What follows belongs to an exercise in optimizing a design on an open flow for a short achievable clock period and few clock cycles; a production flow would make more cautious choices. Function was checked by simulation only, so behaviour that the tests miss may differ from the original. No activity file was given, so power comes from the tool's default toggle rates.

==> design/flow/design.v <==
`timescale 1ns/10ps
module cpu_top (
  input  logic        clk,
  input  logic        rst,
  output logic [31:0] mem_addr,
  output logic [31:0] mem_wdata,
  output logic        mem_rw,
  output logic        mem_mov,
  input  logic [31:0] mem_rdata,
  input  logic        mem_moc,
  output logic        halted
);
  logic        s_fetch;                      
  logic        s_mema;                       
  logic        s_memw;                       
  logic        s_exa;                        
  logic        s_exb;
  logic        s_exc;                        
  logic [31:0] mar, wdr, ir, pc4, mdr, res;
  logic [31:0] regs [15];
  logic [31:0] opa, a, b;
  logic        cin;
  logic [1:0]  aop;                          
  logic        z, mov, rw, hlt;
  logic        ex1, ex2, wb, zset, ldw;
  assign mem_addr  = mar;
  assign mem_wdata = wdr;
  assign mem_rw    = rw;
  assign mem_mov   = mov;
  assign halted    = hlt;
  logic [3:0] rd;
  logic       i_ldr, i_movi, rd15;
  assign rd     = ir[23:20];
  assign i_ldr  = ir[27] && !ir[26];
  assign i_movi = ir[26] && !ir[27];
  assign rd15   = &rd;
  logic zf;
  assign zf = zset ? (res == 32'd0) : z;
  logic f_b5, f_b3, f_b2, f_rd15, f_alu, f_movi, f_mem, f_take, f_cont;
  assign f_b5   = mem_rdata[29];
  assign f_b3   = mem_rdata[27];
  assign f_b2   = mem_rdata[26];
  assign f_rd15 = &mem_rdata[23:20];
  assign f_alu  = !f_b5 && !f_b3 && !f_b2;
  assign f_movi = !f_b5 && !f_b3 && f_b2;
  assign f_mem  = !f_b5 && f_b3;
  assign f_take = (f_b5 && !f_b3 && (f_b2 ^ zf)) || (f_movi && f_rd15);
  assign f_cont = !f_b3 && !(f_alu && f_rd15);
  logic [31:0] rval [16];
  logic [31:0] rvf [16];
  always_comb begin
    for (int i = 0; i < 15; i++) begin
      rval[i] = regs[i];
      rvf[i]  = (wb && rd == 4'(i)) ? res : regs[i];
    end
    rval[15] = pc4;                          
    rvf[15]  = pc4;
  end
  logic [31:0] alu, asum;
  logic [32:0] sum33, asum33;
  assign sum33 = {a, 1'b1} + {b, cin};       
  always_comb begin
    case (aop)
      2'd2:    alu = a & b;
      2'd3:    alu = a | b;
      default: alu = sum33[32:1];
    endcase
  end
  assign asum33 = {opa, 1'b0} + {16'd0, ir[15:0], 1'b0};
  assign asum   = asum33[32:1];               
  logic        we;
  logic [31:0] wd;
  assign we = (wb || ldw) && !rd15;
  assign wd = ldw ? mdr : res;
  always_ff @(posedge clk) begin
    if (rst) begin
      for (int i = 0; i < 15; i++) regs[i] <= '0;
    end else if (we) begin
      for (int i = 0; i < 15; i++) if (rd == 4'(i)) regs[i] <= wd;
    end
  end
  always_ff @(posedge clk) begin
    mdr <= mem_rdata;
    opa <= rvf[mem_rdata[19:16]];
    a   <= i_movi ? 32'd0 : opa;
    if (i_movi)                   b <= {16'd0, ir[15:0]};
    else if (ir[25:24] == 2'd1)   b <= ~rval[ir[15:12]];
    else                          b <= rval[ir[15:12]];
    cin <= !i_movi && (ir[25:24] == 2'd1);
    aop <= i_movi ? 2'd0 : ir[25:24];
    res <= alu;
    wdr <= rval[rd];                         
  end
  always_ff @(posedge clk) begin
    if (rst) begin
      z    <= 1'b0;
      ex1  <= 1'b0;
      ex2  <= 1'b0;
      wb   <= 1'b0;
      zset <= 1'b0;
      ldw  <= 1'b0;
    end else begin
      ex1  <= s_fetch && mem_moc && !f_b5 && !f_b3;
      ex2  <= ex1;
      wb   <= ex2;
      zset <= ex2 && !i_movi;
      ldw  <= s_memw && mem_moc && i_ldr;
      z    <= zf;
    end
  end
  always_ff @(posedge clk) begin
    if (s_fetch) pc4 <= mar + 32'd4;
    if (s_fetch && mem_moc) ir <= mem_rdata;
  end
  always_ff @(posedge clk) begin
    if (rst) begin
      s_fetch <= 1'b1;
      s_mema  <= 1'b0;
      s_memw  <= 1'b0;
      s_exa   <= 1'b0;
      s_exb   <= 1'b0;
      s_exc   <= 1'b0;
      mov     <= 1'b1;
      rw      <= 1'b0;
      hlt     <= 1'b0;
    end else begin
      s_mema <= s_fetch && mem_moc && f_mem;
      s_exa  <= s_fetch && mem_moc && f_alu && f_rd15;
      s_exb  <= s_exa;
      s_exc  <= s_exb;
      if (s_fetch && mem_moc) begin
        s_fetch <= f_cont;
        mov     <= f_cont;
        if (f_b5 && f_b3) hlt <= 1'b1;
      end
      if (s_memw && mem_moc) begin
        s_memw  <= 1'b0;
        s_fetch <= 1'b1;
        rw      <= 1'b0;
      end
      if (s_mema) begin
        s_memw <= 1'b1;
        mov    <= 1'b1;
        rw     <= ir[26];
      end
      if (s_exc) begin
        s_fetch <= 1'b1;
        mov     <= 1'b1;
      end
    end
  end
  logic [31:0] mar_early, mar_late;
  assign mar_early = s_mema ? asum : s_exc ? res : mar;
  assign mar_late  = s_memw ? ((i_ldr && rd15) ? mem_rdata : pc4)
                            : (f_take ? {16'd0, mem_rdata[15:0]} : pc4);
  always_ff @(posedge clk) begin
    if (rst) mar <= 32'd0;
    else     mar <= (mem_moc && (s_fetch || s_memw)) ? mar_late : mar_early;
  end
endmodule
==> design/flow/flow/run.sh <==
#!/bin/bash
set -euo pipefail
bash standard.sh SETUP_SLACK_MARGIN=5.7 finish > flow_make.log 2>&1
==> design/flow/config.mk <==
export PLATFORM = sky130hd
export DESIGN_NAME = cpu_top
export DESIGN_NICKNAME = cpu_top
export VERILOG_FILES = /design/flow/design.v
export SDC_FILE = /design/flow/constraint.sdc
export NUM_CORES = 4
export LEC_CHECK = 0
export ABC_CLOCK_PERIOD_IN_PS = 2500
export CAP_MARGIN = 20
export CORE_MARGIN = 2
export CORE_UTILIZATION = 30
export SLEW_MARGIN = 20
==> design/flow/standard.sh <==
#!/bin/bash
# synth_recipe.tcl (not shown) runs the flow's synth.tcl, then flattens the netlist and writes it again
# the make line also repeats each setting of config.mk as NAME=value (left out here)
make -C /OpenROAD-flow-scripts/flow DESIGN_CONFIG=/design/flow/config.mk WORK_HOME=/design/flow/orfs CLKGATE_MAP_FILE= SYNTH_SCRIPT=/design/flow/synth_recipe.tcl "${@:-finish}"
==> design/flow/constraint.sdc <==
create_clock -name core_clock -period 8.5 [get_ports {clk}]
set_input_delay 1.7000 -clock core_clock [delete_from_list [all_inputs] [get_ports {clk}]]
set_output_delay 1.7000 -clock core_clock [all_outputs]
set_load 0.01 [all_outputs]
==> results_dict.tcl, run 1 <==
set metrics [dict create \
    yosys_most_used_dff "dfxtp_1" \
    nets 5073 \
    fp.dieArea_um2 147000 \
    gr-usage-all-layers_pct 30.1 \
    critPathArrivalTime_ns 3.59 \
    rr_startpoint "res[0]" \
    design.core.area_um2 143000 \
    r2r_end "mar[16]" \
    syn_inst 5023 \
    synthArstFlopShare_pct 0 \
    setup.worst_path.start "res[0]" \
    finalSetupTns_ns 0 \
    r2r_setup_slack_ns 5.47 \
    p_leak_uw 0.0178 \
    start_util_pct 30.2 \
    area_delta_synth_final_pct 19.6 \
    fin_crit_ns 3.03 \
    clock_sinks 778 \
    register_area_um2 16300 \
    max_stage_delay_ns 0.70 \
    die_x_um 384 \
    drt_wl_total_um 232000 \
    synth_edf_count 56 \
    cts_tree "built" \
    grt_pass1_wl_um 322000 \
    yosysWarnings 4 \
    intPower_uw 6390 \
    dp_hpwl_um 136000 \
    rsz0062_at_grt "true" \
    vias 45899 \
    ys_seq_area_share_pct 37.3 \
    synth_cell_type_count 74 \
    cp_cell_sequence "nor2_2 > nand4_1 > or4_4 > o211ai_4 > buf_4 > nor2_4 > buf_4 > a221oi_2 > nor3_1" \
    setup_viol 0 \
    p_clk_share_pct 42.2 \
    max_freq_mhz 330 \
    post_cts_hold_buffer_count 0 \
    worstMarginPinSlew_ns 1.19 \
    insertion_delay_ns 0.71 \
    required_ns 9.06 \
    hold_path_depth 1 \
    gr-total-overflow 0 \
    path_depth 9 \
    htreeDepth 3 \
    portBuffers 101 \
    crit_path_frequent_cell "buf_4" \
    root_buffer "clkbuf_16" \
    vias_per_cell 6.63 \
    p_switching_uw 2810 \
    ys_seq_elements 778 \
    antenna_found_initial 14 \
    cp_max_fo 18 \
    drv_slew 0 \
    seqPwrFrac_pct 45.0 \
    status "no timing/DRC/antenna violations" \
    clk_transition_reported_paths_ns 0.06 \
    start_kind "register" \
    rows 139 \
    syn-num-nets 5141 \
    cts_buffers 86 \
    r2r.worst_path.cells 9 \
    finalClockSkew_ns 0.0373 \
    powerDensity_nw_per_um2 178 \
    drtPass1Iterations 9 \
    syn-cell-area_um2 43200 \
    drtAntennaViolNets 0 \
    grt_pass1_vias 42506 \
    drive_gt1_share_pct 15.4 \
    cap_violations 0 \
    grt_start_max_net_pins 112 \
    crit_path_end_kind "register" \
    place_congestion 0.992 \
    path_class "reg -> reg" \
    hold_viol 0 \
    fin_cells 6927 \
    crit_slowest_cell "dfxtp_1" \
    dr.first_iter.drc_count 8702 \
    num-fill-cells 14451 \
    wire_per_inst_um 33.5 \
    max-vdd-ir-drop_mv 0.166 \
    cts_max_path_buffers 3 \
    synth_area_per_cell_um2 8.60 \
    pwr-share-comb_pct 12.8 \
    post-route-period-util_pct 35.7 \
    relSlewSlack_pct 20.5 \
    critical_path.endpoint "mar[16]" \
    dp.cells 6635 \
    switching_share_pct 30.6 \
    chipHeight_um 384 \
    ioPinCount 102 \
    hp-class "reg -> reg" \
    drc_errors 0 \
    cp_top_family "simple AND/OR/NAND/NOR gates" \
    multiInputGateArea_um2 26200 \
    path_buf_inv 2 \
]
## how the worst min path moves through the flow
stage / startpoint / endpoint / slack, ns
2_1_floorplan: ex1 / ex2 / 0.41
3_3_place_gp: s_exa / s_exb / 0.42
5_1_grt: s_exb / s_exc / 0.45
3_5_place_dp: s_exa / s_exb / 0.44
6_report: s_exb / s_exc / 0.44
4_1_cts: s_exb / s_exc / 0.45
## through the flow
stage	total power [uW]	util (%)	area, um2	setup slack [ns]	hold slack, ns
5_1_grt	9390	36.1	51700	5.44	0.447
6_report	9200	36.1	51700	5.47	0.441
4_1_cts	9080	35.5	50800	5.54	0.445
3_5_place_dp	5170	32.2	46100	3.89	0.436
2_1_floorplan	4640	-	43600	4.90	0.414
3_3_place_gp	5160	32.1	46000	3.98	0.425
## kinds of logic after synthesis
family	count (synthesis)	synth area share [%]
compound gates	1669	27.5
xor+xnor	102	2.07
fa+ha+maj	83	2.44
buf+inv	611	5.61
flops	778	37.3
mux	491	11.4
simple gates	1289	13.7
## worst reg2reg max path: stages (launching register included)
cell and delay, ns:
dfxtp_1 0.70, nor2_2 0.49, nand4_1 0.22, or4_4 0.54, o211ai_4 0.16, buf_4 0.19
nor2_4 0.05, buf_4 0.19, a221oi_2 0.27, nor3_1 0.09
## per-layer routing
layer  part of all wire [%]  up-vias  track usage (%)
li1                       -    18894                -
met1                     36    21445             37.1
met2                     39     4279             41.8
met4                    8.0       21             19.8
met5                   0.13        -            0.357
met3                     16     1260             13.9
## Yosys cell counts (81+ instances only)
master	n	share of area [%]
a211oi_1	516	9.0
a21oi_1	186	2.2
a22oi_1	328	5.7
clkbuf_1	427	3.7
dfxtp_1	722	33
ha_1	81	2.3
inv_1	82	0.71
mux2i_1	486	11
nand2_1	239	2.1
nand3_1	94	1.1
nand4_1	88	1.3
nor2_1	608	5.3
o21ai_0	84	0.97
o22ai_1	234	3.4
xnor2_1	84	1.7
## placed cells by master, fill, tap and decap left out, types with 33 or more instances in the layout
master,Yosys,final
a211oi_1,516,513
edfxtp_1,56,56
a22o_1,62,62
dfxtp_2,0,41
buf_6,6,86
ha_1,81,74
o22ai_1,234,212
a22oi_1,328,328
dfxtp_1,722,651
nand3_1,94,79
a221oi_1,71,58
nor2_1,608,576
o21ai_0,84,68
buf_12,0,38
mux2i_1,486,478
and2_1,43,39
inv_1,82,82
nor4_1,71,69
clkbuf_16,0,89
o22a_1,33,33
a21oi_1,186,181
xnor2_1,84,83
buf_4,5,196
nand4_1,88,88
nand2_1,239,224
## registers in the layout, summed over array words and instances, names as in the netlist, 2 cells and up
register,flops
opa,32
pc4,32
b,32
a,32
ir,24
res,32
mdr,32
regs,480
mar,32
wdr,32
aop,2
## final cells by class
type | instances | area share, %
antenna | 2 | 0.00968
clock buffer | 118 | 4.71
clock inverter | 37 | 0.765
inverter | 82 | 0.595
multi-input combinational | 3641 | 50.6
sequential | 778 | 31.5
tap | 1903 | 4.61
timing repair buffer | 366 | 7.16
## power groups by stage
stage               sequential [uW]  combinational, uW  clock [uW]
finish                         4140               1180        3890
global route                   4130               1210        4050
CTS                            4100               1080        3900
detailed placement             4190                979           0
global placement               4190                969           0
floorplan                      3960                683           0
## repair_timing
item,in CTS,in global routing
pin swaps,36,26
resized for setup,665,116
setup endpoints to repair,642,351
cloned,8,1
buffers inserted,99,27
Testbench counts, summed over its fixed seeds: cycles 152,106.
==> run 2, diff against run 1 <==
--- a/design/flow/design.v
+++ b/design/flow/design.v
@@ -18,3 +18,3 @@
   logic        s_exc;                        
-  logic [31:0] mar, wdr, ir, pc4, mdr, res;
+  logic [31:0] mar, wdr, ir, pc4, mdr, res, fpc;
   logic [31:0] regs [15];
@@ -23,3 +23,5 @@
   logic [1:0]  aop;                          
-  logic        z, mov, rw, hlt;
+  logic        z, resz, mov, rw, hlt;
+  logic        c_movi, c_sub;                
+  logic [14:0] wsel;                         
   logic        ex1, ex2, wb, zset, ldw;
@@ -37,3 +39,3 @@
   logic zf;
-  assign zf = zset ? (res == 32'd0) : z;
+  assign zf = zset ? resz : z;
   logic f_b5, f_b3, f_b2, f_rd15, f_alu, f_movi, f_mem, f_take, f_cont;
@@ -48,2 +50,6 @@
   assign f_cont = !f_b3 && !(f_alu && f_rd15);
+  logic        we;
+  logic [31:0] wd;
+  assign we = wb || ldw;
+  assign wd = ldw ? mdr : res;
   logic [31:0] rval [16];
@@ -53,3 +59,3 @@
       rval[i] = regs[i];
-      rvf[i]  = (wb && rd == 4'(i)) ? res : regs[i];
+      rvf[i]  = wsel[i] ? wd : regs[i];
     end
@@ -68,8 +74,8 @@
   end
-  assign asum33 = {opa, 1'b0} + {16'd0, ir[15:0], 1'b0};
+  assign asum33 = {opa, 1'b0} + {16'd0, mdr[15:0], 1'b0};
   assign asum   = asum33[32:1];               
-  logic        we;
-  logic [31:0] wd;
-  assign we = (wb || ldw) && !rd15;
-  assign wd = ldw ? mdr : res;
+  logic z_add, z_and, z_orr;
+  assign z_add = ((a ^ b) ^ {a[30:0] | b[30:0], cin}) == 32'd0;
+  assign z_and = (a & b) == 32'd0;
+  assign z_orr = (a | b) == 32'd0;
   always_ff @(posedge clk) begin
@@ -77,5 +83,10 @@
       for (int i = 0; i < 15; i++) regs[i] <= '0;
-    end else if (we) begin
-      for (int i = 0; i < 15; i++) if (rd == 4'(i)) regs[i] <= wd;
+    end else begin
+      for (int i = 0; i < 15; i++) if (wsel[i]) regs[i] <= wd;
     end
+  end
+  always_ff @(posedge clk) begin
+    if (rst) wsel <= '0;
+    else for (int i = 0; i < 15; i++)
+      wsel[i] <= (ex2 || s_memw && mem_moc && i_ldr) && rd == 4'(i);
   end
@@ -84,9 +95,16 @@
     opa <= rvf[mem_rdata[19:16]];
-    a   <= i_movi ? 32'd0 : opa;
-    if (i_movi)                   b <= {16'd0, ir[15:0]};
-    else if (ir[25:24] == 2'd1)   b <= ~rval[ir[15:12]];
-    else                          b <= rval[ir[15:12]];
-    cin <= !i_movi && (ir[25:24] == 2'd1);
-    aop <= i_movi ? 2'd0 : ir[25:24];
+    c_movi <= f_movi;
+    c_sub  <= f_alu && mem_rdata[25:24] == 2'd1;
+    a   <= c_movi ? 32'd0 : opa;
+    if (c_movi)     b <= {16'd0, mdr[15:0]};
+    else if (c_sub) b <= ~rval[mdr[15:12]];
+    else            b <= rval[mdr[15:12]];
+    cin <= c_sub;
+    aop <= c_movi ? 2'd0 : mdr[25:24];
     res <= alu;
+    case (aop)
+      2'd2:    resz <= z_and;
+      2'd3:    resz <= z_orr;
+      default: resz <= z_add;
+    endcase
     wdr <= rval[rd];                         
@@ -111,3 +129,4 @@
   always_ff @(posedge clk) begin
-    if (s_fetch) pc4 <= mar + 32'd4;
+    fpc <= mar;                              
+    if (s_fetch) pc4 <= fpc + 32'd4;
     if (s_fetch && mem_moc) ir <= mem_rdata;
==> results_dict.tcl, run 2 <==
set metrics [dict create \
    rows 136 \
    grt_start_max_net_pins 98 \
    cp_max_fo 13 \
    fin_crit_ns 2.96 \
    grt_pass1_vias 40457 \
    critPathArrivalTime_ns 3.51 \
    fp.dieArea_um2 142000 \
    rsz0062_at_grt "true" \
    dr.first_iter.drc_count 9048 \
    max_freq_mhz 337 \
    path_class "reg -> reg" \
    cp_cell_sequence "buf_16 > nor2b_2 > buf_4 > and2_4 > buf_8 > a222oi_1 > nand3_1 > o32ai_4 > xnor2_1 > mux2_2" \
    finalSetupTns_ns 0 \
    yosys.cell_count.top_type "dfxtp_1" \
    synth_cell_type_count 90 \
    crit_path_end_kind "register" \
    cts_max_path_buffers 3 \
    syn-num-nets 4820 \
    finalClockSkew_ns 0.0300 \
    crit_slowest_cell "o32ai_4" \
    grt_use_met1_pct 36.8 \
    design.core.area_um2 138000 \
    synth_top_area_share_pct 37.0 \
    synth_commonest_cells "dfxtp_1 (771), nor2_1 (674), mux2i_1 (536)" \
    syn-cell-area_um2 41700 \
    nets 4903 \
    power_uw 9840 \
    drv_slew 0 \
    clk_transition_reported_paths_ns 0.06 \
    syn_inst 4702 \
    final_cell_mix "dfxtp_1 (672), nor2_1 (645), mux2i_1 (534)" \
    final_common_cell "dfxtp_1" \
    start_util_pct 30.3 \
    hold_viol 0 \
    worstMarginPinSlew_ns 1.10 \
    cts_tree "built" \
    root_buffer "clkbuf_16" \
    setup_viol 0 \
    drt_wl_total_um 231000 \
    max-vdd-ir-drop_mv 0.133 \
    vias 44592 \
    ys_top_cells_by_area "dfxtp_1 (37%), mux2i_1 (13%), nor2_1 (6.1%), a22oi_1 (4.1%), o22ai_1 (3.4%)" \
    p_leak_uw 0.0179 \
    insertion_delay_ns 0.70 \
    largest_reg_flops 480 \
    clock_sinks 809 \
    chipHeight_um 377 \
    top_register "regs" \
    hp-class "reg -> reg" \
    powerDensity_nw_per_um2 191 \
    grt_use_met3_pct 15.5 \
    place_congestion 1.02 \
    die_x_um 377 \
    vias_per_cell 6.68 \
    grt_pass1_wl_um 312000 \
    drtAntennaViolNets 0 \
    ys_seq_area_share_pct 39.8 \
    status "no timing/DRC/antenna violations" \
    drc_errors 0 \
    relSlewSlack_pct 26.4 \
    antenna_found_initial 18 \
    grtUsageMet2_pct 42.8 \
    htreeDepth 3 \
    synth_edf_count 38 \
    top_usage_layer "met2" \
    gr-total-overflow 0 \
    dp_hpwl_um 138000 \
    yosysTopAreaCell "dfxtp_1" \
    yosysWarnings 4 \
    synthArstFlopShare_pct 0 \
    yosys_most_used_dff "dfxtp_1" \
    drtPass1Iterations 14 \
    portBuffers 101 \
    required_ns 9.05 \
    drive_gt1_share_pct 18.8 \
    ys_seq_elements 809 \
    cts_buffers 92 \
    ioPinCount 102 \
    wire_per_inst_um 34.6 \
    synth_area_per_cell_um2 8.86 \
    gr-usage-all-layers_pct 30.7 \
    cap_violations 0 \
    whs_ns 0.403 \
    area_delta_synth_final_pct 23.6 \
    start_kind "register" \
    post-route-period-util_pct 34.9 \
    max_stage_delay_ns 0.44 \
]
## run 2: where the power goes
part | internal [uW] | total [uW] | switching [uW]
Combinational | 415 | 1280 | 866
Sequential | 3930 | 4090 | 160
Clock | 2700 | 4460 | 1760
## run 2: path summary, 6_finish.rpt
check / from / endpoint / slack, ns / depth (start not counted)
setup / recovery: mdr[14] / b[8] / 5.54 / 10
hold / removal: mar[23] / fpc[23] / 0.40 / 0
setup reg to reg: mdr[14] / b[8] / 5.54 / 10
hold reg to reg: mar[23] / fpc[23] / 0.40 / 0
## run 2: through the flow
stage	instances	area [um2]	setup slack [ns]	utilization (%)
5_1_grt	6654	51500	5.57	37.4
3_5_place_dp	6293	44500	3.93	32.4
3_3_place_gp	6291	44500	3.98	32.3
2_1_floorplan	4702	42100	5.33	-
6_report	6675	51500	5.54	37.4
4_1_cts	6583	50200	5.56	36.5
## run 2: routing by layer
layer / routed length (um) / share of wire (%)
met2: 90100 / 39
met3: 38000 / 16
met4: 19800 / 8.6
met5: 428 / 0.19
met1: 82600 / 36
## run 2: cell type report
| class | count | area (um2) |
|---|---|---|
| fillers | 13634 | 86100 |
| multi-input cells | 3379 | 24400 |
| flip-flops and latches | 809 | 16800 |
| repair buffers | 399 | 4330 |
| clock buffers | 126 | 2740 |
| well taps | 1794 | 2240 |
| clock inverters | 43 | 617 |
| inverters | 104 | 398 |
| diodes | 21 | 52.6 |
## run 2: worst max-delay path: cells and delay by family (launching register included)
kind	cells	cell delay, ns
buf+inv	3	0.54
mux	1	0.32
simple gates	3	0.58
flops	1	0.42
xor+xnor	1	0.11
compound gates	2	0.83
## run 2: kinds of logic (layout without fill, tap and decap cells)
group                    after synthesis  count (layout)  share of synthesized area (%)
AND/OR/NAND/NOR                     1339            1346                           14.7
AO/OA/AOI/OAI                       1204            1204                           20.2
flip-flops                           809             809                           39.8
multiplexers                         617             617                           15.1
buffers and inverters                521             672                           4.94
XOR/XNOR                             129             129                           2.71
adder cells (fa/ha/maj)               83              83                           2.53
other                                  0              21                              0
## run 2: what timing repair did
action	4_1_cts	5_1_grt
setup endpoints to repair	285	189
endpoints found under the hold margin	0	0
pin swaps	25	54
resized for setup	687	135
cloned	13	5
hold buffers	0	0
setup buffers	108	66
Testbench counts of run 2, summed over its fixed seeds: cycles 152,106.
==> run 3, diff against run 2 <==
--- a/design/flow/design.v
+++ b/design/flow/design.v
@@ -18,2 +18,4 @@
   logic        s_exc;                        
+  logic        s_rep;                        
+  logic        fs, f2;                       
   logic [31:0] mar, wdr, ir, pc4, mdr, res, fpc;
@@ -40,7 +42,12 @@
   assign zf = zset ? resz : z;
+  logic        fdone, early;
+  logic [31:0] w;
+  assign early = s_fetch && mem_moc && f2;
+  assign fdone = s_fetch && mem_moc && !f2 || s_rep;
+  assign w     = s_rep ? mdr : mem_rdata;
   logic f_b5, f_b3, f_b2, f_rd15, f_alu, f_movi, f_mem, f_take, f_cont;
-  assign f_b5   = mem_rdata[29];
-  assign f_b3   = mem_rdata[27];
-  assign f_b2   = mem_rdata[26];
-  assign f_rd15 = &mem_rdata[23:20];
+  assign f_b5   = w[29];
+  assign f_b3   = w[27];
+  assign f_b2   = w[26];
+  assign f_rd15 = &w[23:20];
   assign f_alu  = !f_b5 && !f_b3 && !f_b2;
@@ -93,6 +100,6 @@
   always_ff @(posedge clk) begin
-    mdr <= mem_rdata;
-    opa <= rvf[mem_rdata[19:16]];
+    if (!s_rep) mdr <= mem_rdata;
+    opa <= rvf[w[19:16]];
     c_movi <= f_movi;
-    c_sub  <= f_alu && mem_rdata[25:24] == 2'd1;
+    c_sub  <= f_alu && w[25:24] == 2'd1;
     a   <= c_movi ? 32'd0 : opa;
@@ -120,3 +127,3 @@
     end else begin
-      ex1  <= s_fetch && mem_moc && !f_b5 && !f_b3;
+      ex1  <= fdone && !f_b5 && !f_b3;
       ex2  <= ex1;
@@ -131,3 +138,3 @@
     if (s_fetch) pc4 <= fpc + 32'd4;
-    if (s_fetch && mem_moc) ir <= mem_rdata;
+    if (fdone) ir <= w;
   end
@@ -141,2 +148,5 @@
       s_exc   <= 1'b0;
+      s_rep   <= 1'b0;
+      fs      <= 1'b1;
+      f2      <= 1'b0;
       mov     <= 1'b1;
@@ -145,7 +155,14 @@
     end else begin
-      s_mema <= s_fetch && mem_moc && f_mem;
-      s_exa  <= s_fetch && mem_moc && f_alu && f_rd15;
+      s_mema <= fdone && f_mem;
+      s_exa  <= fdone && f_alu && f_rd15;
+      s_rep  <= early;
+      fs     <= fdone && f_cont || s_memw && mem_moc || s_exc;
+      f2     <= fs;
       s_exb  <= s_exa;
       s_exc  <= s_exb;
-      if (s_fetch && mem_moc) begin
+      if (early) begin
+        s_fetch <= 1'b0;
+        mov     <= 1'b0;
+      end
+      if (fdone) begin
         s_fetch <= f_cont;
@@ -173,6 +190,6 @@
   assign mar_late  = s_memw ? ((i_ldr && rd15) ? mem_rdata : pc4)
-                            : (f_take ? {16'd0, mem_rdata[15:0]} : pc4);
+                            : (f_take ? {16'd0, w[15:0]} : pc4);
   always_ff @(posedge clk) begin
     if (rst) mar <= 32'd0;
-    else     mar <= (mem_moc && (s_fetch || s_memw)) ? mar_late : mar_early;
+    else     mar <= (fdone || s_memw && mem_moc) ? mar_late : mar_early;
   end
==> design/flow/flow/run.sh (replaced) <==
#!/bin/bash
set -euo pipefail
bash standard.sh SETUP_SLACK_MARGIN=5.9 finish > flow_make.log 2>&1
==> results_dict.tcl, run 3 <==
set metrics [dict create \
    ys_top_cells_by_area "dfxtp_1 (38%), o21ai_0 (7.3%), a22oi_1 (6.9%), nand2_1 (6.3%), nor2_1 (5.6%)" \
    synth_area_per_cell_um2 7.96 \
    max_freq_mhz 340 \
    rr_startpoint "ir[22]" \
    drv_slew 0 \
    setup_viol 0 \
    final_cell_mix "nand2_1 (659), dfxtp_1 (657), nor2_1 (576)" \
    powerDensity_nw_per_um2 187 \
    gr-usage-all-layers_pct 30.4 \
    start_kind "register" \
    drc_errors 0 \
    grt_pass1_wl_um 304000 \
    start_util_pct 30.3 \
    synthArstFlopShare_pct 0 \
    synth_top_area_share_pct 38.2 \
    dpl_cell_area_um2 43500 \
    min_from "mar[23]" \
    cp_cell_sequence "buf_6" \
    post_cts_hold_buffer_count 0 \
    grt_pass1_vias 41679 \
    syn-cell-area_um2 40400 \
    top_register "regs" \
    root_buffer "clkbuf_16" \
    insertion_delay_ns 0.74 \
    r2r_setup_slack_ns 5.62 \
    ioPinCount 102 \
    drt_wl_total_um 223000 \
    synth_edf_count 41 \
    rows 134 \
    die_x_um 371 \
    top_usage_layer "met2" \
    post-route-period-util_pct 34.6 \
    chipHeight_um 371 \
    portBuffers 101 \
    max_stage_delay_ns 0.39 \
    largest_reg_flops 480 \
    vias 45932 \
    design.core.area_um2 134000 \
    grt_use_met1_pct 36.3 \
    vias_per_cell 6.53 \
    drtPass1Iterations 13 \
    nets 5308 \
    min_to "fpc[23]" \
    dp.cells 6611 \
    max-vdd-ir-drop_mv 0.161 \
    syn-num-nets 5197 \
    required_ns 6.80 \
    final_common_cell "nand2_1" \
    worstMarginPinSlew_ns 1.16 \
    syn_inst 5079 \
    gr-total-overflow 0 \
    finalSetupTns_ns 0 \
    cts_buffers 91 \
    yosysWarnings 4 \
    cap_violations 0 \
    hold_path_depth 0 \
    synth_cell_type_count 83 \
    yosys_most_used_dff "dfxtp_1" \
    crit_slowest_cell "dfxtp_4" \
    dr.first_iter.drc_count 9450 \
    drive_gt1_share_pct 21.8 \
    htreeDepth 3 \
    ys_seq_elements 812 \
    clock_sinks 812 \
    path_buf_inv 1 \
    finalClockSkew_ns 0.0514 \
    clk_transition_reported_paths_ns 0.06 \
    critPathArrivalTime_ns 1.24 \
    cts_max_path_buffers 3 \
    drtAntennaViolNets 0 \
    cp_max_fo 2 \
    cp_top_family "flip-flops" \
    hp-class "reg -> reg" \
    fp.dieArea_um2 138000 \
    path_class "reg -> out" \
    r2r_end "mar[21]" \
    ys_seq_area_share_pct 41.2 \
    grtUsageMet2_pct 42.0 \
    antenna_found_initial 7 \
    dp_hpwl_um 118000 \
    p_leak_uw 0.0183 \
    dpl_worst_slack_ns 3.92 \
    relSlewSlack_pct 22.9 \
    yosys.cell_count.top_type "dfxtp_1" \
    place_congestion 0.983 \
    r2r.worst_path.cells 11 \
    hold_viol 0 \
    cts_tree "built" \
    status "no timing/DRC/antenna violations" \
    stdcell_area_um2 53000 \
    synth_commonest_cells "dfxtp_1 (771), nand2_1 (684), nor2_1 (603)" \
    postLayoutSetupSlackWorst_ns 5.56 \
    rsz0062_at_grt "true" \
    area_delta_synth_final_pct 31.0 \
    fin_cells 7038 \
    crit_path_end_kind "primary output" \
    grt_use_met3_pct 15.6 \
    fin_crit_ns 2.94 \
    grt_start_max_net_pins 120 \
    wire_per_inst_um 31.7 \
    yosysTopAreaCell "dfxtp_1" \
]
[run 3: cell count changes after synthesis, moves of 23 or more]
cell,before,now
a21oi_1,157,134
a222oi_1,42,7
nand2_1,205,684
mux2_2,79,46
mux2i_1,536,76
nand4_1,54,99
o21ai_0,161,588
nor2_1,674,603
a22oi_1,230,369
a32oi_1,25,0
nor3_1,71,48
[run 3: what timing repair did]
item / CTS / global route
endpoints found under the setup margin: 656 / 280
gates cloned: 31 / 7
resized for setup: 917 / 250
pin swaps: 129 / 126
buffers inserted: 138 / 78
[run 3: worst max path at each step]
stage | start | to | slack [ns] | cells after the start
after floorplan | mem_rdata[29] | mar[7] | 5.34 | 9
after global placement | mem_rdata[18] | opa[30] | 3.92 | 8
after detailed placement | rst | regs[13][3] | 3.92 | 4
after CTS | mar[10] | mem_addr[10] | 5.56 | 1
after global routing | mar[18] | mem_addr[18] | 5.56 | 1
final | mar[18] | mem_addr[18] | 5.56 | 1
[run 3: power breakdown]
part           internal, uW  leakage [uW]  switching [uW]
clock network          2420       0.00152            1780
registers              3970       0.00674             216
logic                   545        0.0101             980
total                  6930        0.0183            2970
[run 3: kinds of logic (layout without fill, tap and decap cells)]
family | after synthesis | after routing | share of synthesized area, %
flops | 812 | 812 | 41.2
buf+inv | 541 | 717 | 5.28
mux | 122 | 122 | 3.16
compound gates | 1657 | 1657 | 26.2
other cells | 0 | 9 | 0
fa+ha+maj | 83 | 83 | 2.61
simple gates | 1726 | 1732 | 18.5
xor+xnor | 138 | 138 | 2.99
[run 3: layout make-up]
class | instances | area [um2]
Sequential cell | 812 | 16900
Timing Repair Buffer | 452 | 5460
Clock inverter | 28 | 350
Clock buffer | 136 | 2740
Antenna cell | 9 | 22.5
Multi-Input combinational cell | 3732 | 24900
Fill cell | 12971 | 80600
Tap cell | 1768 | 2210
Inverter | 101 | 388
[run 3: through the flow]
step                util [%]  hold WS (ns)  power (uW)
global route            39.6         0.400       10100
global placement        32.5         0.367        5310
detailed placement      32.5         0.369        5310
finish                  39.7         0.391        9910
CTS                     38.1         0.401        9670
floorplan                  -         0.329        4770
[run 3: routing by layer]
layer  vias to the layer above  part of all wire, %
met4                        28                  9.1
li1                      18585                    -
met1                     21372                   34
met2                      4415                   39
met3                      1532                   18
met5                         -                 0.27
Testbench counts of run 3, summed over its fixed seeds: cycles 152,106.

[separate check: timing with driven ports]
How much do the figures lean on ideal ports? The routed layouts below were timed once more, with nothing changed but the port constraints.
Step 1 assumes that a clkbuf_16 drives the clock port and a buf_2 every other input.
Step 2 moves the port delays by t, midway between the first and last clock arrival at a register: inputs arrive t later, outputs are due t later. That takes back most of the time a late clock gives input paths.
Three values: no drivers, after step 1, after step 2; two values: the first two.
run	t (ns)	setup slack, ns	hold WS [ns]	worst setup path after step 2	worst data-port slew with drivers (ns)
run 1	0.770	5.470 / 5.470 / 4.743	0.441 / 0.441 / 0.441	input to register	0.12
run 2	0.764	5.536 / 5.529 / 4.855	0.403 / 0.403 / 0.403	input to register	0.13
run 3	0.780	5.560 / 5.494 / 4.863	0.391 / 0.391 / 0.391	input to register	0.24
After both steps every run listed still meets setup and hold. The setup slack of run 1, which loses most, moves by 0.000 ns with the drivers and by -0.727 ns with both steps.
